What follows belongs to an exercise in optimizing a design on an open flow for small area; a production flow would make more cautious choices. RTL that was checked went through simulation tests only; none was proved equivalent to the original. For run 2, only the layout was checked, not whether the RTL still works. Power and IR drop assume default switching activity.

File: flow/run.sh
#!/bin/bash
# synth_recipe.tcl (not shown) runs the flow's synth.tcl, then flattens the netlist and writes it again
# the make line also repeats each setting of config.mk as NAME=value (left out here)
make -C /OpenROAD-flow-scripts/flow DESIGN_CONFIG=/design/flow/config.mk WORK_HOME=/design/flow/orfs CLKGATE_MAP_FILE= SYNTH_SCRIPT=/design/flow/synth_recipe.tcl finish
File: flow/config.mk
export PLATFORM = sky130hd
export DESIGN_NAME = mips_regfile_sb
export DESIGN_NICKNAME = mips_regfile_sb
export VERILOG_FILES = /design/flow/design.v
export SDC_FILE = /design/flow/constraint.sdc
export NUM_CORES = 4
export LEC_CHECK = 0
export CAP_MARGIN = 20
export CORE_MARGIN = 2
export CORE_UTILIZATION = 40
export SLEW_MARGIN = 20
File: flow/constraint.sdc
create_clock -name core_clock -period 6.0 [get_ports {clk}]
set_input_delay 1.2000 -clock core_clock [delete_from_list [all_inputs] [get_ports {clk}]]
set_output_delay 1.2000 -clock core_clock [all_outputs]
set_load 0.01 [all_outputs]
File: flow/design.v
package mips_rf_pkg;
    localparam int RF_DATA_W = 32;
    localparam int RF_ADDR_W = 5;
    localparam int REG_ZERO  = 0;
endpackage
module rf_scoreboard
#(
    parameter int ADDR_W = mips_rf_pkg::RF_ADDR_W,
    parameter int CNT_W  = 2
) (
    input  logic                              clk,
    input  logic                              rst,
    input  logic                              iss_en,
    input  logic [ADDR_W-1:0]                 iss_rd,
    input  logic                              wen,
    input  logic [ADDR_W-1:0]                 waddr,
    input  logic                              flush,
    output logic [2**ADDR_W-1:0][CNT_W-1:0]   cnt,
    output logic                              err
);
    localparam int               DEPTH   = 2**ADDR_W;
    localparam logic [CNT_W-1:0] CNT_MAX = '1;
    logic [DEPTH-1:0][CNT_W-1:0] r_cnt;
    logic                        r_err;
    logic [DEPTH-1:0]            w_inc;
    logic [DEPTH-1:0]            w_dec;
    logic [DEPTH-1:0]            w_ovf;
    always_comb begin
        w_inc = '0;
        w_dec = '0;
        w_ovf = '0;
        for (int r = 0; r < DEPTH; r++) begin
            if (r != mips_rf_pkg::REG_ZERO) begin
                w_inc[r] = iss_en && (iss_rd == ADDR_W'(r));
                w_dec[r] = wen && (waddr == ADDR_W'(r)) && (r_cnt[r] != '0);
                w_ovf[r] = !flush && w_inc[r] && !w_dec[r] && (r_cnt[r] == CNT_MAX);
            end
        end
    end
    always_ff @(posedge clk or negedge rst) begin
        if (!rst) begin
            r_cnt <= '0;
        end else begin
            for (int r = 0; r < DEPTH; r++) begin
                if (flush)
                    r_cnt[r] <= CNT_W'(w_inc[r]);    
                else if (w_inc[r] && !w_dec[r]) begin
                    if (r_cnt[r] != CNT_MAX)
                        r_cnt[r] <= r_cnt[r] + 1'b1;  
                end else if (w_dec[r] && !w_inc[r])
                    r_cnt[r] <= r_cnt[r] - 1'b1;
            end
        end
    end
    always_ff @(posedge clk or negedge rst) begin
        if (!rst)
            r_err <= 1'b0;
        else if (|w_ovf)
            r_err <= 1'b1;
    end
    assign cnt = r_cnt;
    assign err = r_err;
endmodule
module mips_regfile_sb
#(
    parameter int DATA_W = mips_rf_pkg::RF_DATA_W,
    parameter int ADDR_W = mips_rf_pkg::RF_ADDR_W,
    parameter int NUM_RD = 2,
    parameter int CNT_W  = 2
) (
    input  logic                       clk,
    input  logic                       rst,
    input  logic [NUM_RD*ADDR_W-1:0]   raddr,
    output logic [NUM_RD*DATA_W-1:0]   rdata,
    output logic [NUM_RD-1:0]          rbusy,
    input  logic                       wen,
    input  logic [ADDR_W-1:0]          waddr,
    input  logic [DATA_W-1:0]          wdata,
    input  logic                       iss_en,
    input  logic [ADDR_W-1:0]          iss_rd,
    input  logic                       flush,
    output logic                       err
);
    localparam int DEPTH = 2**ADDR_W;
    logic [DEPTH-1:0][DATA_W-1:0] r_mem;
    logic [DEPTH-1:0][CNT_W-1:0]  w_cnt;
    logic                         w_wr;
    assign w_wr = wen && (waddr != ADDR_W'(mips_rf_pkg::REG_ZERO));
    always_ff @(posedge clk or negedge rst) begin
        if (!rst)
            r_mem <= '0;
        else if (w_wr)
            r_mem[waddr] <= wdata;
    end
    rf_scoreboard #(
        .ADDR_W (ADDR_W),
        .CNT_W  (CNT_W)
    ) u_sb (
        .clk    (clk),
        .rst    (rst),
        .iss_en (iss_en),
        .iss_rd (iss_rd),
        .wen    (wen),
        .waddr  (waddr),
        .flush  (flush),
        .cnt    (w_cnt),
        .err    (err)
    );
    for (genvar i = 0; i < NUM_RD; i++) begin : g_rd
        logic [ADDR_W-1:0] w_ra;
        logic              w_hit;
        assign w_ra  = raddr[i*ADDR_W +: ADDR_W];
        assign w_hit = w_wr && (waddr == w_ra);
        assign rdata[i*DATA_W +: DATA_W] = w_hit ? wdata : r_mem[w_ra];
        assign rbusy[i] = w_cnt[w_ra] > CNT_W'(w_hit);
    end
endmodule
==> results of run 1 <==
report_power, final:
group | internal [mW] | switching (mW)
Clock | 4.51 | 3.25
Combinational | 3.27 | 1.96
Sequential | 9.01 | 1.19
Yosys cell counts, drive strengths merged (4+ instances only):
cell type  count  area [sq um]
a211oi        22         165.2
a21o          19         142.6
a21oi        114         570.6
a221oi        22         192.7
a22o          21         183.9
a31oi          5         31.28
and2          16         100.1
and3           8         50.05
buf          219          1266
clkbuf       230         863.3
dfrtp       1087         27200
ha             8         100.1
inv            9         33.78
mux2        1004         11310
mux2i         61         610.6
mux4         593         13360
nand2        230         863.3
nand2b        12         75.07
nand3         30         155.1
nand3b         5         37.54
nand4         30         187.7
nand4b         4         35.03
nor2          76         295.3
nor2b         26         162.7
nor3           4         30.03
nor3b         27         202.7
nor4           8         50.05
o211ai        23         172.7
o21ai        119         599.3
o221ai        21         183.9
o22ai         45         281.5
o31ai         23         172.7
or2            9         56.31
xnor2          5         43.79
xor2           4         35.03
layout by cell type, fill, tap and decap left out, types with 27 or more instances in the layout:
| master | Yosys | layout |
|---|---|---|
| nand3_1 | 29 | 28 |
| o21ai_0 | 117 | 117 |
| mux2i_1 | 61 | 61 |
| mux4_2 | 593 | 593 |
| nand2_1 | 230 | 218 |
| clkinv_2 | 0 | 29 |
| nor2_1 | 72 | 59 |
| a21oi_1 | 114 | 114 |
| o22ai_1 | 45 | 45 |
| clkbuf_16 | 0 | 117 |
| buf_12 | 0 | 40 |
| clkdlybuf4s50_1 | 0 | 108 |
| dfrtp_1 | 1087 | 1087 |
| mux2_2 | 992 | 992 |
| nor3b_1 | 27 | 27 |
| buf_4 | 54 | 190 |
| nand4_1 | 30 | 30 |
state kept, by name (all words and copies together), names as in the netlist:
name and flops:
r_mem 1024, u_sb.r_cnt 62, u_sb.r_err 1
layout make-up:
cell class / instances / area [sq um]
multi-input cells: 2621 / 30900
inverters: 9 / 33.78
clock inverters: 58 / 780.7
well taps: 2016 / 2522
diodes: 2 / 5.005
fillers: 13131 / 81190
repair buffers: 351 / 3436
flip-flops and latches: 1087 / 27200
clock buffers: 161 / 3343
layer usage:
layer  vias to the layer above  wire, um  track usage
li1                      16150         -            -
met1                     21377     81290       0.3484
met2                      1467     91630       0.4052
met3                       327     13140      0.04556
met4                         4      6297      0.08424
met5                         -        21            0
per-stage QoR:
stage / hold slack, ps / utilization / worst slack [ps] / power [mW]
detailed placement: 383.3 / 0.4290 / 202.8 / 15.53
global placement: 377.1 / 0.4290 / 227.0 / 15.34
floorplan: 441.3 / - / 1232 / 13.79
global route: 409.2 / 0.4566 / 1.689 / 24.19
CTS: 397.6 / 0.4566 / 164.8 / 23.31
finish: 392.4 / 0.4566 / 182.0 / 23.19
worst paths after layout:
check | from | endpoint | slack, ps | depth (start not counted)
setup / recovery | waddr[0] | rdata[28] | 180 | 14
hold / removal | r_mem[0]$_DFFE_PN0P_ | r_mem[0]$_DFFE_PN0P_ | 390 | 0
setup reg to reg | u_sb.r_cnt[32]$_DFFE_PN0P_ | u_sb.r_err$_DFFE_PN0P_ | 4450 | 5
hold reg to reg | r_mem[0]$_DFFE_PN0P_ | r_mem[0]$_DFFE_PN0P_ | 390 | 0
max in group asynchronous | rst | r_mem[795]$_DFFE_PN0P_ | 4220 | 2
min in group asynchronous | rst | u_sb.r_cnt[27]$_DFFE_PN0P_ | 490 | 1
cell families after synthesis:
kind of cell | synth area share
xor+xnor | 0.001313
buf+inv | 0.03603
flops | 0.4530
mux | 0.4209
simple gates | 0.04074
fa+ha+maj | 0.001667
compound gates | 0.04642
what timing repair did:
action,CTS,global route
hold endpoints to repair,0,0
setup endpoints to repair,0,4
gates resized for setup,0,1
==> results.cfg, run 1 <==
[cts]
clock_latency_ps = 750
cts.sinks = 1087
max-clock-path-buffers = 3
cts_buffers = 117
htree_levels = 3
cts_setup_buffers = 0
root_buffer = clkbuf_16
tritoncts = done
holdBufCountCts = 0
clk_pin_slew_worst_paths_ps = 60

[setup_path]
crit_type = primary input to output port
critPathMaxStageDelay_ps = 490
cp_cell_sequence = clkdlybuf4s50_1 -> inv_1 -> ha_1 -> nand2b_1 -> nor2_1 -> ha_1 -> nor2b_1 -> o221ai_1 -> nor3_4 -> or2_2 -> buf_4 -> o221ai_1 -> buf_4 -> clkdlybuf4s50_1
crit_slowest_cell = clkdlybuf4s50_1
worst_setup_path_end_kind = output port
cp_top_family = buffers and inverters
start_kind = primary input
crit_path_max_fanout = 7
crit_buf_inv = 5
arrival_ps = 4620
cp.required_ps = 4800

[logic_synthesis]
avgSynthCellArea_sq_um = 14.41
ys_seq_elements = 1087
syn-cell-area_sq_mm = 0.06005
synthArstFlopShare = 1.000
synth_cells = 4166
seq_area_frac_synth = 0.4530
syn-num-nets = 4231
synth.yosys.warnings = 2
synth_ff_type = dfrtp_1
synth_cell_types = 63
synth-edff-count = 0

[hold_path]
hold_class = register to register

[placement]
dp_hpwl_um = 117800
place_area_sq_mm = 0.06410
place_inst = 6084
io_buffer_count = 123
routabilityCongestion = 0.8341

[pwr]
powerDensity_mw_per_mm2 = 339.9
peakVddDrop_mv = 0.2470
p_leak_nw = 28.94

[floorplanning]
die_y_um = 391.5
start_util = 0.4019
dieWidth_um = 391.5
io_pins = 124
die_area_sq_mm = 0.1532
core-area_sq_mm = 0.1494
row_count = 142

[global_routing]
grt_max_degree = 136
grt_pass1_vias = 40411
antenna_found_initial = 6
gr-total-overflow = 0
grt_use_total = 0.2531
grt_pass1_wl_um = 283700

[run]
maxCapViolations = 0

[cells_and_area]
synthToLayoutAreaGrowth_pct = 13.62
instances_no_fill = 6305
nets = 4252
drive_above_1_share = 0.4847
final_cell_area_sq_mm = 0.06823

[timing]
hold_violations = 0
timing.fmax_ghz = 0.1719
fin_tns_setup_ps = 0
setup_viol = 0
tightestPinTransition_ps = 1104
skew_ps = 9.722
rsz0062_at_grt = false
min_period_ps = 5818
maxSlewViolCount = 0
post-route-period-util = 0.9697
slew_headroom = 0.2618

[status]
outcome = complete, no violations

[detailed_routing]
num_vias = 39325
vias_per_cell = 6.237
drc = 0
drt_iter0_markers = 3806
drt-total-wl_um = 192400
drtAntennaViolNets = 0
wl_per_cell_um = 30.51
drt-pass1-iter-count = 7
==> run 2, diff against run 1 <==
--- a/flow/design.v
+++ b/flow/design.v
@@ -82,15 +82,24 @@
     output logic                       err
 );
     localparam int DEPTH = 2**ADDR_W;
-    logic [DEPTH-1:0][DATA_W-1:0] r_mem;
+    logic [DEPTH-1:1][DATA_W-1:0] r_mem;
+    logic [DEPTH-1:1]             r_vld;
     logic [DEPTH-1:0][CNT_W-1:0]  w_cnt;
+    logic [DEPTH-1:1]             w_we;
     logic                         w_wr;
     assign w_wr = wen && (waddr != ADDR_W'(mips_rf_pkg::REG_ZERO));
-    always_ff @(posedge clk or negedge rst) begin
-        if (!rst)
-            r_mem <= '0;
-        else if (w_wr)
-            r_mem[waddr] <= wdata;
+    for (genvar r = 1; r < DEPTH; r++) begin : g_reg
+        assign w_we[r] = wen && (waddr == ADDR_W'(r));
+        always_ff @(posedge clk) begin
+            if (w_we[r])
+                r_mem[r] <= wdata;
+        end
+        always_ff @(posedge clk or negedge rst) begin
+            if (!rst)
+                r_vld[r] <= 1'b0;
+            else if (w_we[r])
+                r_vld[r] <= 1'b1;
+        end
     end
     rf_scoreboard #(
         .ADDR_W (ADDR_W),
@@ -109,9 +118,18 @@
     for (genvar i = 0; i < NUM_RD; i++) begin : g_rd
         logic [ADDR_W-1:0] w_ra;
         logic              w_hit;
+        logic [DEPTH-1:1]  w_sel;
+        logic [DATA_W-1:0] w_data;
         assign w_ra  = raddr[i*ADDR_W +: ADDR_W];
         assign w_hit = w_wr && (waddr == w_ra);
-        assign rdata[i*DATA_W +: DATA_W] = w_hit ? wdata : r_mem[w_ra];
+        always_comb begin
+            w_data = w_hit ? wdata : '0;
+            for (int r = 1; r < DEPTH; r++) begin
+                w_sel[r] = !w_hit && r_vld[r] && (w_ra == ADDR_W'(r));
+                w_data   = w_data | ({DATA_W{w_sel[r]}} & r_mem[r]);
+            end
+        end
+        assign rdata[i*DATA_W +: DATA_W] = w_data;
         assign rbusy[i] = w_cnt[w_ra] > CNT_W'(w_hit);
     end
 endmodule
==> run 2 against run 1 <==
- now fails the layout checks on negative setup slack
- largest power group unchanged
- synthesized cell count decreased by 5.4%
- via count increased by 22%
- worst setup slack got worse by 330 ps
- clock skew increased by 5.1 ps
- critical path type unchanged
- critical path depth decreased by 1
==> results.cfg, run 2 <==
[timing]
min_period_ps = 6144
fin_tns_setup_ps = -538.4
whs_ps = 297.7
post-route-period-util = 1.024
setup_ws_ps = -143.8
setup_viol = 7
hold_violations = 0
rsz0062_at_grt = false
maxSlewViolCount = 0
timing.fmax_ghz = 0.1628
slew_headroom = 0.2155
tightestPinTransition_ps = 1177
skew_ps = 14.83

[placement]
io_buffer_count = 123
pre_cts_ws_ps = -110.4
dp_hpwl_um = 205900
place_area_sq_mm = 0.05707
place_inst = 5828
routabilityCongestion = 1.042

[logic_synthesis]
seq_area_frac_synth = 0.6330
synth_top_area_frac = 0.5866
syn-cell-area_sq_mm = 0.05078
synthTopCellsByCount = edfxtp_1 (992), a22oi_1 (322), nand2_1 (228), nor2_1 (209), o21ai_0 (197)
synth_cells = 3943
ys_seq_elements = 1086
muxShareOfSynthArea = 0.01809
synthArstFlopShare = 0.08656
synth_area_leaders = edfxtp_1 (59%), a22oi_1 (4.8%), dfrtp_1 (4.6%), a32oi_1 (2.8%), o21ai_0 (1.9%)
synth_ff_type = edfxtp_1
synthSimpleGateAreaFrac = 0.1053
synth.yosys.warnings = 2
synth_compound_area_frac = 0.2070
synth-edff-count = 992
synth_top_family_by_area = compound AO/OA/AOI/OAI gates
synth.most_common_cell = edfxtp_1
yosysTopAreaCell = edfxtp_1
synth-xor-area-share = 0.001725
synth_cell_types = 97
synth_fa_ha_area_frac = 0.0004928
avgSynthCellArea_sq_um = 12.88
syn-num-nets = 4002

[setup_path]
worst_setup_path_end_kind = output port
cp.required_ps = 4800
cp_cell_sequence = clkdlybuf4s50_1 -> buf_12 -> nor2_1 -> buf_4 -> buf_4 -> and3_4 -> buf_4 -> a22o_1 -> a2111oi_1 -> a31oi_1 -> nor3_1 -> nand3b_1 -> clkdlybuf4s50_1
path_common_cell = buf_4
critPathMaxStageDelay_ps = 710
reg2reg_from = r_vld[16]$_DFFE_PN0P_
arrival_ps = 4940
crit_type = primary input to output port
cp_top_family = buffers and inverters
start_kind = primary input
r2r_slack_ps = 4240
crit_buf_inv = 6
crit_path_max_fanout = 19
crit_start = raddr[7]
crit_slowest_cell = a2111oi_1

[global_routing]
grt_use_total = 0.4740
grt_max_degree = 76
grt_pass1_wl_um = 410800
grt_pass1_vias = 43988
gr-total-overflow = 0
antenna_found_initial = 25

[cells_and_area]
reg_top3 = r_mem x992, u_sb.r_cnt x62, r_vld x31
layout_common_cells = edfxtp_1 (992), buf_4 (357), a22oi_1 (321), nand2_1 (228), nor2_1 (204)
largest_reg_flops = 992
final_common_cell = edfxtp_1
instances_no_fill = 6078
regMostFlops = r_mem
synthToLayoutAreaGrowth_pct = 20.49
fin_util = 0.4866
final_cell_area_sq_mm = 0.06118
nets = 4357
drive_above_1_share = 0.1845

[floorplanning]
die_y_um = 360.3
io_pins = 124
dieWidth_um = 360.3
start_util = 0.4039
die_area_sq_mm = 0.1298
core-area_sq_mm = 0.1257
row_count = 130

[cts]
cts_buffers = 117
max-clock-path-buffers = 3
cts.sinks = 1086
tritoncts = done
htree_levels = 3
root_buffer = clkbuf_16
clock_latency_ps = 790
clk_pin_slew_worst_paths_ps = 60
cts_setup_buffers = 0

[detailed_routing]
drtAntennaViolNets = 0
wl_per_cell_um = 52.05
vias_per_cell = 7.894
drt-pass1-iter-count = 14
drc = 0
num_vias = 47977
drt_iter0_markers = 11380
drt-total-wl_um = 316300

[run]
maxCapViolations = 0

[pwr]
p_leak_nw = 20.12
total_power_mw = 18.44
peakVddDrop_mv = 0.2888
powerDensity_mw_per_mm2 = 301.3

[status]
outcome = failed layout checks
violatedChecks = negative setup slack

[hold_path]
hold_class = primary input to async pin
run 2: changes by cell type after synthesis, sizes merged, moves of 83 or more:
cell,change
a22oi,+324
edfxtp,+992
dfrtp,-993
nor2,+136
a32oi,+165
nand3,+148
o21ai,+83
mux2,-998
mux4,-557
run 2: kinds of logic (layout without fill, tap and decap cells):
family	count (synthesis)	count (layout)
xor+xnor	10	10
simple gates	1025	1025
buf+inv	372	829
compound gates	1402	1402
mux	46	46
other cells	0	28
flops	1086	1086
fa+ha+maj	2	2
run 2: final timing paths:
| check | depth (start not counted) | end |
|---|---|---|
| worst max-delay path | 13 | rdata[34] |
| worst min-delay path | 1 | u_sb.r_cnt[42]$_DFFE_PN0P_ |
| worst max register to register | 2 | r_vld[16]$_DFFE_PN0P_ |
| worst min register to register | 1 | r_vld[12]$_DFFE_PN0P_ |
| max in group asynchronous | 3 | r_vld[6]$_DFFE_PN0P_ |
| min in group core_clock | 1 | r_vld[12]$_DFFE_PN0P_ |
run 2: layer usage:
| layer | vias up | track usage | part of all wire |
|---|---|---|---|
| met4 | 22 | 0.3426 | 0.091 |
| met2 | 5446 | 0.6511 | 0.40 |
| li1 | 17163 | - | - |
| met3 | 1489 | 0.1934 | 0.16 |
| met1 | 23857 | 0.6001 | 0.35 |
| met5 | - | 0 | 0.00042 |
run 2: area by class of cell:
type,count,area (sq um)
fillers,11038,64550
multi-input cells,2485,17110
inverters,40,153.9
well taps,1650,2064
clock inverters,89,955.9
clock buffers,132,3037
repair buffers,568,5648
diodes,28,70.07
flip-flops and latches,1086,32140
run 2: where the power goes:
group	switching [mW]	leakage (nW)	internal (mW)
Combinational	1.42	8.02	0.648
Sequential	0.273	10.2	8.39
Clock	3.32	1.94	4.37
run 2: worst register-to-register path: cells and delay by family (launching register included):
| family | cells | cell delay (ps) |
|---|---|---|
| and+or+nand+nor | 1 | 220 |
| DFF | 1 | 880 |
| buffers and inverters | 1 | 600 |
run 2: what timing repair did:
item                                    4_1_cts  5_1_grt
resized for setup                             1        9
hold endpoints to repair                      0        0
hold buffers                                  0        0
endpoints found under the setup margin        2        8
==> run 3, diff against run 2 <==
--- a/flow/design.v
+++ b/flow/design.v
@@ -82,6 +82,7 @@
     output logic                       err
 );
     localparam int DEPTH = 2**ADDR_W;
+    localparam int NGRP  = (DEPTH + 2) / 3;    
     logic [DEPTH-1:1][DATA_W-1:0] r_mem;
     logic [DEPTH-1:1]             r_vld;
     logic [DEPTH-1:0][CNT_W-1:0]  w_cnt;
@@ -115,21 +116,44 @@
         .cnt    (w_cnt),
         .err    (err)
     );
+    logic [DEPTH-1:0][DATA_W-1:0] w_term;
+    assign w_term[0] = wdata;
+    assign w_term[DEPTH-1:1] = r_mem;
+    logic [NUM_RD-1:0][NGRP-1:0][DATA_W-1:0] w_grp;
+    logic [DEPTH-1:1]             w_chi, w_clo;    
+    for (genvar r = 1; r < DEPTH; r++) begin : g_cbit
+        assign w_chi[r] = w_cnt[r][1];
+        assign w_clo[r] = w_cnt[r][0];
+    end
     for (genvar i = 0; i < NUM_RD; i++) begin : g_rd
-        logic [ADDR_W-1:0] w_ra;
-        logic              w_hit;
-        logic [DEPTH-1:1]  w_sel;
-        logic [DATA_W-1:0] w_data;
+        logic [ADDR_W-1:0]            w_ra;
+        logic                         w_hit;
+        logic [DEPTH-1:0]             w_sel;
+        logic [DEPTH-1:1]             w_dec;
+        logic                         w_nz, w_ge2;
         assign w_ra  = raddr[i*ADDR_W +: ADDR_W];
         assign w_hit = w_wr && (waddr == w_ra);
-        always_comb begin
-            w_data = w_hit ? wdata : '0;
-            for (int r = 1; r < DEPTH; r++) begin
-                w_sel[r] = !w_hit && r_vld[r] && (w_ra == ADDR_W'(r));
-                w_data   = w_data | ({DATA_W{w_sel[r]}} & r_mem[r]);
+        assign w_sel[0] = w_hit;
+        for (genvar r = 1; r < DEPTH; r++) begin : g_sel
+            assign w_dec[r] = (w_ra == ADDR_W'(r));
+            assign w_sel[r] = !w_hit && r_vld[r] && w_dec[r];
+        end
+        for (genvar g = 0; g < NGRP; g++) begin : g_grp
+            if (3*g + 2 < DEPTH) begin : g_3
+                assign w_grp[i][g] = ({DATA_W{w_sel[3*g]}}   & w_term[3*g])
+                                | ({DATA_W{w_sel[3*g+1]}} & w_term[3*g+1])
+                                | ({DATA_W{w_sel[3*g+2]}} & w_term[3*g+2]);
+            end else begin : g_2
+                assign w_grp[i][g] = ({DATA_W{w_sel[3*g]}}   & w_term[3*g])
+                                | ({DATA_W{w_sel[3*g+1]}} & w_term[3*g+1]);
             end
         end
-        assign rdata[i*DATA_W +: DATA_W] = w_data;
-        assign rbusy[i] = w_cnt[w_ra] > CNT_W'(w_hit);
+        assign rdata[i*DATA_W +: DATA_W] =
+              (w_grp[i][0] | w_grp[i][1] | w_grp[i][2]  | w_grp[i][3])
+            | (w_grp[i][4] | w_grp[i][5] | w_grp[i][6]  | w_grp[i][7])
+            | (w_grp[i][8] | w_grp[i][9] | w_grp[i][10]);
+        assign w_ge2 = |(w_dec & w_chi);
+        assign w_nz  = |(w_dec & w_clo);
+        assign rbusy[i] = w_ge2 || (!w_hit && w_nz);
     end
 endmodule
==> flow/flow/run.sh (new file) <==
#!/bin/bash
# Layout flow: the standard layout (standard.sh) with three changes:
#  - synthesis maps the combinational logic with an area-oriented ABC script
#    (flow/area.abc) instead of ORFS's delay-oriented one; the flip-flops are
#    mapped before ABC runs, so they are the standard synthesis's;
#  - port buffers use the smallest buffer cell;
#  - clock tree: small clusters of sinks on clkbuf_4 leaves, no dummy loads.
# All tool output goes to standard.log in the work folder (ORFS also keeps
# its per-step logs under orfs/logs/).
set -euo pipefail
W=$PWD
{ cat "$W/flow/abc_area.tcl"; cat "$W/synth_recipe.tcl"; } > "$W/synth_area.tcl"
export AREA_ABC_SCRIPT="$W/flow/area.abc"
bash "$W/standard.sh" SYNTH_SCRIPT="$W/synth_area.tcl" \
  "BUFFER_PORTS_ARGS=-buffer_cell sky130_fd_sc_hd__buf_1" \
  "CTS_ARGS=-sink_clustering_enable -repair_clock_nets -dont_use_dummy_load -buf_list sky130_fd_sc_hd__clkbuf_4 -sink_clustering_size 10 -sink_clustering_max_diameter 35" \
  finish > "$W/standard.log" 2>&1
==> flow/flow/abc_area.tcl (new file) <==
# Prepended to the standard flow's synthesis script: the final ABC technology mapping
# uses flow/area.abc (area-oriented mapping) in place of ORFS's speed script.
# Only the combinational logic is remapped; the flip-flops are mapped before
# ABC runs and are the same as in the standard synthesis.
proc abc {args} {
  set i [lsearch -exact $args -script]
  if { $i >= 0 && [info exists ::env(AREA_ABC_SCRIPT)] } {
    set args [lreplace $args [expr {$i + 1}] [expr {$i + 1}] $::env(AREA_ABC_SCRIPT)]
  }
  yosys abc {*}$args
}
==> flow/flow/area.abc (new file) <==
&get -n
&st
&dch -f
&nf -p -C 32 -R 1000
&put
==> flow/standard.sh (new file) <==
#!/bin/bash
# synth_recipe.tcl (not shown) runs the flow's synth.tcl, then flattens the netlist and writes it again
# the make line also repeats each setting of config.mk as NAME=value (left out here)
make -C /OpenROAD-flow-scripts/flow DESIGN_CONFIG=/design/flow/config.mk WORK_HOME=/design/flow/orfs CLKGATE_MAP_FILE= SYNTH_SCRIPT=/design/flow/synth_recipe.tcl "${@:-finish}"
--- a/flow/config.mk
+++ b/flow/config.mk
@@ -5,7 +5,7 @@
 export SDC_FILE = /design/flow/constraint.sdc
 export NUM_CORES = 4
 export LEC_CHECK = 0
-export CAP_MARGIN = 20
+export CAP_MARGIN = 0
 export CORE_MARGIN = 2
-export CORE_UTILIZATION = 40
-export SLEW_MARGIN = 20
+export CORE_UTILIZATION = 60
+export SLEW_MARGIN = 0
removed: flow/run.sh
==> run 3 against run 2 <==
- the run now finishes clean
- first-iteration DRC count rose by 0.77%
- cell area decreased by 19%
- area after synthesis down 11%
- fmax grew 3.0%
- core utilization up 18 points
- via count fell by 22%
- clock skew is 65 ps higher
- sequential power rose by 0.5%
- largest cell class unchanged
- highest routed layer unchanged
==> results.cfg, run 3 <==
[status]
outcome = complete, no violations

[placement]
dp_hpwl_um = 107100
io_buffer_count = 123
pre_cts_ws_ps = 346.8
place_area_sq_mm = 0.04853
routabilityCongestion = 1.030

[pwr]
p_sw_mw = 3.544
powerDensity_mw_per_mm2 = 273.8
internal-power_mw = 10.09
peakVddDrop_mv = 0.1676
power_frac_comb = 0.096
switching_share = 0.2600
total_power_mw = 13.63
pwr-share-clk = 0.265
seq_power_share = 0.639
p_leak_nw = 15.29

[setup_path]
critPathMaxStageDelay_ps = 1030
crit_type = primary input to output port
cp.required_ps = 4800
crit_path_max_fanout = 32
crit_buf_inv = 3
start_kind = primary input
worst_setup_path_end_kind = output port
crit_slowest_cell = nor2_4
cp_top_family = simple AND/OR/NAND/NOR gates
r2r_slack_ps = 3740
cp_cell_sequence = buf_1 -> buf_4 -> nand2_1 -> nor2_1 -> nand2_1 -> nor2_4 -> a222oi_1 -> nand4_1 -> nor2_1 -> nand4_1 -> buf_1
arrival_ps = 4770

[floorplanning]
start_util = 0.6067
row_count = 100
core-area_sq_mm = 0.07445
io_pins = 124
die_area_sq_mm = 0.07748
die_y_um = 278.4
dieWidth_um = 278.4

[detailed_routing]
drc = 0
num_vias = 37183
drt-pass1-iter-count = 28
vias_per_cell = 8.625
wl_per_cell_um = 41.81
drt-total-wl_um = 180200
drtAntennaViolNets = 0
drt_iter0_markers = 11468

[cells_and_area]
nets = 3392
final_cell_area_sq_mm = 0.04979
largest_reg_flops = 992
regMostFlops = r_mem
drive_above_1_share = 0.1191
fillers = 5279
layout_common_cells = edfxtp_1 (992), a222oi_1 (665), nand4_1 (208), nor2_1 (187), clkbuf_4 (166)
reg_top3 = r_mem x992, u_sb.r_cnt x62, r_vld x31
synthToLayoutAreaGrowth_pct = 10.23
final_common_cell = edfxtp_1

[logic_synthesis]
synth.most_common_cell = edfxtp_1
synthTopCellsByCount = edfxtp_1 (992), a222oi_1 (665), nor2_1 (246), nand4_1 (208), nand2_1 (114)
synth_top_area_frac = 0.6596
synth_cells = 2902
synth-edff-count = 992
avgSynthCellArea_sq_um = 15.56
ys_seq_elements = 1086
seq_area_frac_synth = 0.7116
synthArstFlopShare = 0.08656
syn-cell-area_sq_mm = 0.04516
yosysTopAreaCell = edfxtp_1
synth_ff_type = edfxtp_1
synth_area_leaders = edfxtp_1 (66%), a222oi_1 (15%), dfrtp_1 (5.2%), nand4_1 (2.9%), nor2_1 (2.0%)
synth_cell_types = 32
synth.yosys.warnings = 2
syn-num-nets = 2959

[timing]
post-route-period-util = 0.9945
whs_ps = 164.0
timing.fmax_ghz = 0.1676
setup_viol = 0
fin_tns_setup_ps = 0
maxSlewViolCount = 0
setup_ws_ps = 32.94
skew_ps = 79.84
rsz0062_at_grt = false
hold_violations = 0
slew_headroom = 0.06135
tightestPinTransition_ps = 1405
min_period_ps = 5967

[cts]
holdBufCountCts = 0
tritoncts = done
cts_setup_buffers = 0
cts.sinks = 1086
root_buffer = clkbuf_4
max-clock-path-buffers = 3
clk_pin_slew_worst_paths_ps = 90
htree_levels = 4
cts_buffers = 164
cts_resized = 0
clock_latency_ps = 1080

[global_routing]
grt_pass1_vias = 36211
grt-busiest-layer = met2
gr-total-overflow = 0
use_met3 = 0.1620
globalRouteMet2Util = 0.6661
use_met1 = 0.5711
antenna_found_initial = 8
grt_max_degree = 81
grt_use_total = 0.4598
grt_pass1_wl_um = 251100

[hold_path]
hold_class = primary input to async pin

[run]
maxCapViolations = 0
-- run 3: cell types whose count changed in the layout (fill, tap and decap cells not counted), moves of 117 or more --
cell | before | now
a222oi_1 | 73 | 665
a22oi_1 | 321 | 78
buf_4 | 357 | 135
a32oi_1 | 165 | 0
clkbuf_4 | 1 | 166
nand3_1 | 177 | 24
clkbuf_16 | 119 | 0
buf_1 | 0 | 117
-- run 3: worst reg2reg max path, delay by kind of cell (launching register included) --
kind | cells | cell delay [ps]
compound gates | 2 | 330
flops | 1 | 520
simple gates | 5 | 1270
-- run 3: cells by family (layout without fill, tap and decap cells) --
family	count (synthesis)	in the layout	synth area share
buffers and inverters	4	435	0.0003323
muxes	4	4	0.0009972
other	0	9	0
xor gates and xnor gates	67	67	0.01299
and+or+nand+nor	772	772	0.08574
DFF	1086	1086	0.7116
AOI/OAI and AO/OA	969	969	0.1883
-- run 3: layer usage --
layer | vias to the layer above | wire (um)
met3 | 858 | 30710
li1 | 14351 | -
met5 | - | 64
met4 | 6 | 16090
met2 | 4183 | 77250
met1 | 17785 | 56120
-- run 3: power groups by stage --
stage,Sequential (mW),Clock [mW],Combinational (mW)
6_report,8.71,3.62,1.31
5_1_grt,8.72,3.89,1.35
4_1_cts,8.69,3.59,1.25
3_5_place_dp,8.86,0,1.25
3_3_place_gp,8.84,0,1.21
2_1_floorplan,8.76,0,0.602
-- run 3: worst paths after layout --
check                      depth (start not counted)                  startpoint                         end
setup / recovery                                  11                    raddr[4]                    rdata[0]
hold / removal                                     1                         rst  u_sb.r_cnt[42]$_DFFE_PN0P_
setup reg to reg                                   7  u_sb.r_cnt[17]$_DFFE_PN0P_      u_sb.r_err$_DFFE_PN0P_
hold reg to reg                                    1        r_vld[5]$_DFFE_PN0P_        r_vld[5]$_DFFE_PN0P_
max in group asynchronous                          2                         rst   u_sb.r_cnt[7]$_DFFE_PN0P_
min in group core_clock                            1        r_vld[5]$_DFFE_PN0P_        r_vld[5]$_DFFE_PN0P_
-- run 3: through the flow --
stage	utilization	std cells
after floorplan	-	2902
after global placement	0.6518	4138
after detailed placement	0.6518	4138
after CTS	0.6684	4302
after global routing	0.6687	4310
final	0.6687	4311
-- run 3: final cells by class --
class                           instances  area, sq um  area share
Multi-Input combinational cell       1812        13500      0.2711
Sequential cell                      1086        32140      0.6456
Tap cell                              969         1212     0.02435
Clock buffer                          164         1231     0.02473
Antenna cell                            9        22.52   0.0004524
Inverter                                4        15.01   0.0003016
Timing Repair Buffer                  267         1668     0.03350
==> run 4, diff against run 3 <==
--- a/flow/config.mk
+++ b/flow/config.mk
@@ -7,5 +7,5 @@
 export LEC_CHECK = 0
 export CAP_MARGIN = 0
 export CORE_MARGIN = 2
-export CORE_UTILIZATION = 60
+export CORE_UTILIZATION = 40
 export SLEW_MARGIN = 0
==> run 4 against run 3 <==
- power is essentially flat
- still clean
- critical path type unchanged
- combinational power decreased by 6%
- sequential power about the same
- non-clock buffer count up 15
==> results.cfg, run 4 <==
[cts]
cts_resized = 0
cts_setup_buffers = 0
htree_levels = 4
clock_latency_ps = 1110
max-clock-path-buffers = 3
tritoncts = done
holdBufCountCts = 0
cts_buffers = 167
cts.sinks = 1086
clk_pin_slew_worst_paths_ps = 100
root_buffer = clkbuf_4

[floorplanning]
start_util = 0.4026
die_y_um = 340.0
io_pins = 124
die_area_sq_mm = 0.1156
row_count = 123
core-area_sq_mm = 0.1122
dieWidth_um = 340.0

[cells_and_area]
regMostFlops = r_mem
final_common_cell = edfxtp_1
nets = 3410
reg_top3 = r_mem x992, u_sb.r_cnt x62, r_vld x31
fin_util = 0.4523
largest_reg_flops = 992
layout_common_cells = edfxtp_1 (992), a222oi_1 (665), nand4_1 (208), nor2_1 (187), clkbuf_4 (169)
drive_above_1_share = 0.1262
final_cell_area_sq_mm = 0.05074
instances_no_fill = 4861
synthToLayoutAreaGrowth_pct = 12.34

[logic_synthesis]
syn-num-nets = 2959
synth_top_area_frac = 0.6596
synthArstFlopShare = 0.08656
synth-edff-count = 992
synth_area_leaders = edfxtp_1 (66%), a222oi_1 (15%), dfrtp_1 (5.2%), nand4_1 (2.9%), nor2_1 (2.0%)
synth_ff_type = edfxtp_1
synth_cells = 2902
syn-cell-area_sq_mm = 0.04516
seq_area_frac_synth = 0.7116
synthTopCellsByCount = edfxtp_1 (992), a222oi_1 (665), nor2_1 (246), nand4_1 (208), nand2_1 (114)
synth.most_common_cell = edfxtp_1
synth_cell_types = 32
ys_seq_elements = 1086
synth.yosys.warnings = 2
yosysTopAreaCell = edfxtp_1
avgSynthCellArea_sq_um = 15.56

[setup_path]
cp_top_family = simple AND/OR/NAND/NOR gates
r2r_slack_ps = 3670
cp.required_ps = 4800
crit_type = primary input to output port
reg2reg_depth = 7
worst_setup_path_end_kind = output port
crit_start = waddr[1]
arrival_ps = 4680
crit_buf_inv = 3
crit_path_max_fanout = 31
critPathMaxStageDelay_ps = 580
r2r_end = u_sb.r_err$_DFFE_PN0P_
crit_slowest_cell = and3_2
start_kind = primary input
cp_cell_sequence = buf_1 -> nor2_1 -> nand2_1 -> o21ai_0 -> nor4_1 -> nand3_1 -> buf_12 -> and3_2 -> a222oi_1 -> nand4_1 -> nor2_1 -> nand4_1 -> buf_1
reg2reg_from = u_sb.r_cnt[32]$_DFFE_PN0P_

[detailed_routing]
num_vias = 36474
drt-pass1-iter-count = 21
vias_per_cell = 7.503
drt_iter0_markers = 11081
drc = 0
highest_layer = met5
wl_per_cell_um = 36.93
met1_length_um = 64150
drtAntennaViolNets = 0
drt-total-wl_um = 179500
wl_met3_um = 29050
wl_met2_um = 76940

[timing]
maxSlewViolCount = 0
skew_ps = 83.61
fin_tns_setup_ps = 0
rsz0062_at_grt = false
tightestPinTransition_ps = 1289
min_period_ps = 5883
slew_headroom = 0.1404
timing.fmax_ghz = 0.1700
setup_viol = 0
whs_ps = 121.7
setup_ws_ps = 117.0
post-route-period-util = 0.9805
hold_violations = 0

[pwr]
p_sw_mw = 3.513
p_leak_nw = 15.42
total_power_mw = 13.62
power_frac_comb = 0.090
seq_power_share = 0.638
internal-power_mw = 10.11
pwr-share-clk = 0.272
powerDensity_mw_per_mm2 = 268.5
peakVddDrop_mv = 0.1385
switching_share = 0.2579

[global_routing]
antenna_found_initial = 10
grt_pass1_vias = 35012
gr-total-overflow = 0
grt_use_total = 0.3008
grt_pass1_wl_um = 250300
grt_max_degree = 72

[placement]
dp_hpwl_um = 105600
routabilityCongestion = 0.9657
place_inst = 4684
place_area_sq_mm = 0.04946
pre_cts_ws_ps = 344.5
io_buffer_count = 123

[hold_path]
hold_class = primary input to async pin

[run]
maxCapViolations = 0

[status]
outcome = complete, no violations
## run 4: area by class of cell
type | instances | area, sq um
sequential | 1086 | 32140
timing repair buffer | 282 | 1926
multi-input combinational | 1812 | 13500
clock buffer | 167 | 1254
inverter | 4 | 15.01
tap | 1500 | 1877
antenna | 10 | 25.02
fill | 9886 | 61450
## run 4: kinds of logic after synthesis
| kind of cell | after synthesis | synth area share |
|---|---|---|
| multiplexers | 4 | 0.0009972 |
| buffers and inverters | 4 | 0.0003323 |
| flip-flops | 1086 | 0.7116 |
| AND/OR/NAND/NOR | 772 | 0.08574 |
| XOR/XNOR | 67 | 0.01299 |
| AO/OA/AOI/OAI | 969 | 0.1883 |
## run 4: worst max path at each step
stage	endpoint	slack, ps	cells past startpoint
5_1_grt	rdata[59]	100	14
6_report	rdata[41]	120	13
3_5_place_dp	rdata[59]	340	14
4_1_cts	rdata[59]	340	14
3_3_place_gp	rdata[53]	390	13
2_1_floorplan	rdata[0]	580	9
## run 4: metal layers
metal | vias to the layer above | track usage
met4 | 2 | 0.1523
met1 | 17776 | 0.4030
met3 | 613 | 0.09713
met2 | 3695 | 0.4391
li1 | 14388 | -
met5 | - | 0
## run 4: worst reg2reg max path, delay by kind of cell (launching register included)
family,cells,cell delay (ps)
AND/OR/NAND/NOR,5,1290
AO/OA/AOI/OAI,2,300
flip-flops,1,530
## run 4: power by group through the flow
stage | Clock (mW) | Sequential (mW) | Combinational, mW
global placement | 0 | 8.83 | 1.18
finish | 3.70 | 8.69 | 1.23
CTS | 3.74 | 8.67 | 1.19
detailed placement | 0 | 8.84 | 1.19
floorplan | 0 | 8.76 | 0.602
global route | 4.05 | 8.71 | 1.30
==> run 5, diff against run 4 <==
--- a/flow/config.mk
+++ b/flow/config.mk
@@ -5,7 +5,9 @@
 export SDC_FILE = /design/flow/constraint.sdc
 export NUM_CORES = 4
 export LEC_CHECK = 0
-export CAP_MARGIN = 0
+export CAP_MARGIN = 10
 export CORE_MARGIN = 2
 export CORE_UTILIZATION = 40
-export SLEW_MARGIN = 0
+export PLACE_DENSITY = 0.7
+export SETUP_SLACK_MARGIN = 0.2
+export SLEW_MARGIN = 10
==> run 5 against run 4 <==
- still clean
- cell area down 0.60%
- register-to-register slack worse by 50 ps
- hold slack better by 140 ps
- first-iteration DRC count up 2.7%
- clock power down 3%
- critical path type unchanged
- critical endpoint is now rdata[25]
- largest cell class unchanged
- largest power group unchanged
==> results.cfg, run 5 <==
[status]
outcome = complete, no violations

[logic_synthesis]
synth_cell_types = 32
synth.yosys.warnings = 2
synth_area_leaders = edfxtp_1 (66%), a222oi_1 (15%), dfrtp_1 (5.2%), nand4_1 (2.9%), nor2_1 (2.0%)
syn-num-nets = 2959
syn-cell-area_sq_mm = 0.04516
synth_top_area_frac = 0.6596
synthArstFlopShare = 0.08656
synth_ff_type = edfxtp_1
synthTopCellsByCount = edfxtp_1 (992), a222oi_1 (665), nor2_1 (246), nand4_1 (208), nand2_1 (114)
synth.most_common_cell = edfxtp_1
yosysTopAreaCell = edfxtp_1
synth-edff-count = 992
synth_cells = 2902
seq_area_frac_synth = 0.7116
ys_seq_elements = 1086
avgSynthCellArea_sq_um = 15.56

[timing]
tightestPinTransition_ps = 1318
post-route-period-util = 0.9848
timing.fmax_ghz = 0.1692
setup_ws_ps = 90.93
setup_viol = 0
maxSlewViolCount = 0
skew_ps = 49.35
fin_tns_setup_ps = 0
min_period_ps = 5909
slew_headroom = 0.1211
rsz0062_at_grt = true
hold_violations = 0

[setup_path]
crit_path_max_fanout = 12
crit_type = primary input to output port
r2r_slack_ps = 3620
worst_setup_path_end_kind = output port
start_kind = primary input
arrival_ps = 4710
cp.required_ps = 4800

[cells_and_area]
regMostFlops = r_mem
synthToLayoutAreaGrowth_pct = 11.67
final_common_cell = edfxtp_1
seqCellArea_sq_mm = 0.03214
largest_reg_flops = 992
fillers = 9878
layout_common_cells = edfxtp_1 (992), a222oi_1 (665), nand4_1 (208), nor2_1 (182), clkbuf_4 (158)
reg_top3 = r_mem x992, u_sb.r_cnt x62, r_vld x31
multiInputGateArea_sq_mm = 0.01362
nets = 3375
drive_above_1_share = 0.1194

[floorplanning]
die_area_sq_mm = 0.1156
dieWidth_um = 340.0
row_count = 123
io_pins = 124
start_util = 0.4026
die_y_um = 340.0
core-area_sq_mm = 0.1122

[cts]
htree_levels = 4
root_buffer = clkbuf_4
cts_setup_buffers = 0
cts.sinks = 1086
cts_resized = 0
clock_latency_ps = 1000
max-clock-path-buffers = 3
clk_pin_slew_worst_paths_ps = 70
holdBufCountCts = 0
tritoncts = done
cts_buffers = 156

[detailed_routing]
drt-total-wl_um = 172600
vias_per_cell = 7.561
drtAntennaViolNets = 0
wl_per_cell_um = 35.73
drc = 0
drt_iter0_markers = 11385
drt-pass1-iter-count = 14
num_vias = 36533

[pwr]
powerDensity_mw_per_mm2 = 267.6
peakVddDrop_mv = 0.1300
p_leak_nw = 15.17

[placement]
io_buffer_count = 123
routabilityCongestion = 0.9605
pre_cts_ws_ps = 271.8
dp_hpwl_um = 101800

[global_routing]
antenna_found_initial = 14
grt_max_degree = 67
grt_use_total = 0.2873
grt_pass1_wl_um = 241500
grt_pass1_vias = 34973
gr-total-overflow = 0

[hold_path]
hold_class = primary input to async pin

[run]
maxCapViolations = 0
run 5: worst max-delay path, stage by stage:
cell      delay (ps)
buf_1            210
nand2_1          270
nor3_1           620
nand2_1          410
nor2_2           990
a222oi_1         290
nand4_1          220
nor2_1           150
nand4_1          140
buf_1            180
run 5: path summary, 6_finish.rpt:
check,startpoint,endpoint,cells past startpoint
setup / recovery,raddr[2],rdata[25],10
hold / removal,rst,u_sb.r_cnt[17]$_DFFE_PN0P_,1
setup reg to reg,u_sb.r_cnt[54]$_DFFE_PN0P_,u_sb.r_err$_DFFE_PN0P_,7
hold reg to reg,r_vld[2]$_DFFE_PN0P_,r_vld[2]$_DFFE_PN0P_,1
max in group asynchronous,rst,u_sb.r_cnt[5]$_DFFE_PN0P_,2
min in group core_clock,r_vld[2]$_DFFE_PN0P_,r_vld[2]$_DFFE_PN0P_,1
run 5: through the flow:
stage | total power [mW] | cells | hold slack, ps | area (sq um) | util
after floorplan | 9.358 | 2902 | 448.5 | 45180 | -
after global placement | 9.978 | 4658 | 466.4 | 49100 | 0.4377
after detailed placement | 10.01 | 4658 | 473.4 | 49100 | 0.4377
after CTS | 13.42 | 4814 | 227.8 | 50270 | 0.4481
after global routing | 13.88 | 4827 | 285.8 | 50420 | 0.4494
final | 13.49 | 4832 | 262.1 | 50430 | 0.4495
run 5: power breakdown:
group	switching, mW	internal [mW]	leakage (nW)
Combinational	0.833	0.393	4.41
Clock	2.40	1.19	0.718
Sequential	0.242	8.44	10.0
Total	3.47	10.0	15.2
run 5: cell families after synthesis:
group | share of synthesized area
flops | 0.7116
xor+xnor | 0.01299
mux | 0.0009972
buf+inv | 0.0003323
simple gates | 0.08574
compound gates | 0.1883
run 5: metal layers:
metal | vias to the layer above | wire length, um | global-route usage
met5 | - | 206 | 0.01225
met3 | 687 | 30410 | 0.1105
met1 | 17694 | 58830 | 0.3723
met2 | 3821 | 73870 | 0.4207
met4 | 6 | 9333 | 0.1419
li1 | 14325 | - | -
run 5: cell type report:
type,instances,share of cell area
tap,1500,0.03721
inverter,4,0.0002977
clock buffer,156,0.02322
timing repair buffer,256,0.03113
multi-input combinational,1814,0.2701
sequential,1086,0.6373
antenna,16,0.0007939

separate check: timing with driven ports:
Ports are ideal in the flow. The routed layouts listed here were re-timed in OpenROAD. Step 1: set_driving_cell puts a clkbuf_16 on clk and a buf_2 on each other input, an assumption about the parent block. Step 2 also shifts input and output timing later by t, the mid clock arrival at the registers, as if the neighbouring blocks saw the same clock. Slacks: ideal / step 1 / step 2; pairs: ideal / step 1.
| run | t (ns) | setup WS [ns] | latest minus earliest clock arrival (ns) |
|---|---|---|---|
| run 1 | 0.806 | 0.182 / 0.158 / 0.158 | 0.083 / 0.083 |
| run 2 | 0.861 | -0.144 / -0.178 / -0.178 | 0.043 / 0.043 |
| run 3 | 1.107 | 0.033 / 0.004 / 0.004 | 0.181 / 0.181 |
| run 4 | 1.143 | 0.117 / 0.093 / 0.093 | 0.157 / 0.157 |
| run 5 | 1.119 | 0.091 / -0.006 / -0.006 | 0.193 / 0.193 |
Met with ideal ports but missed after step 2: setup timing in run 5. The setup slack of run 5, which loses most, moves by -0.097 ns with the drivers and by -0.097 ns with both steps.
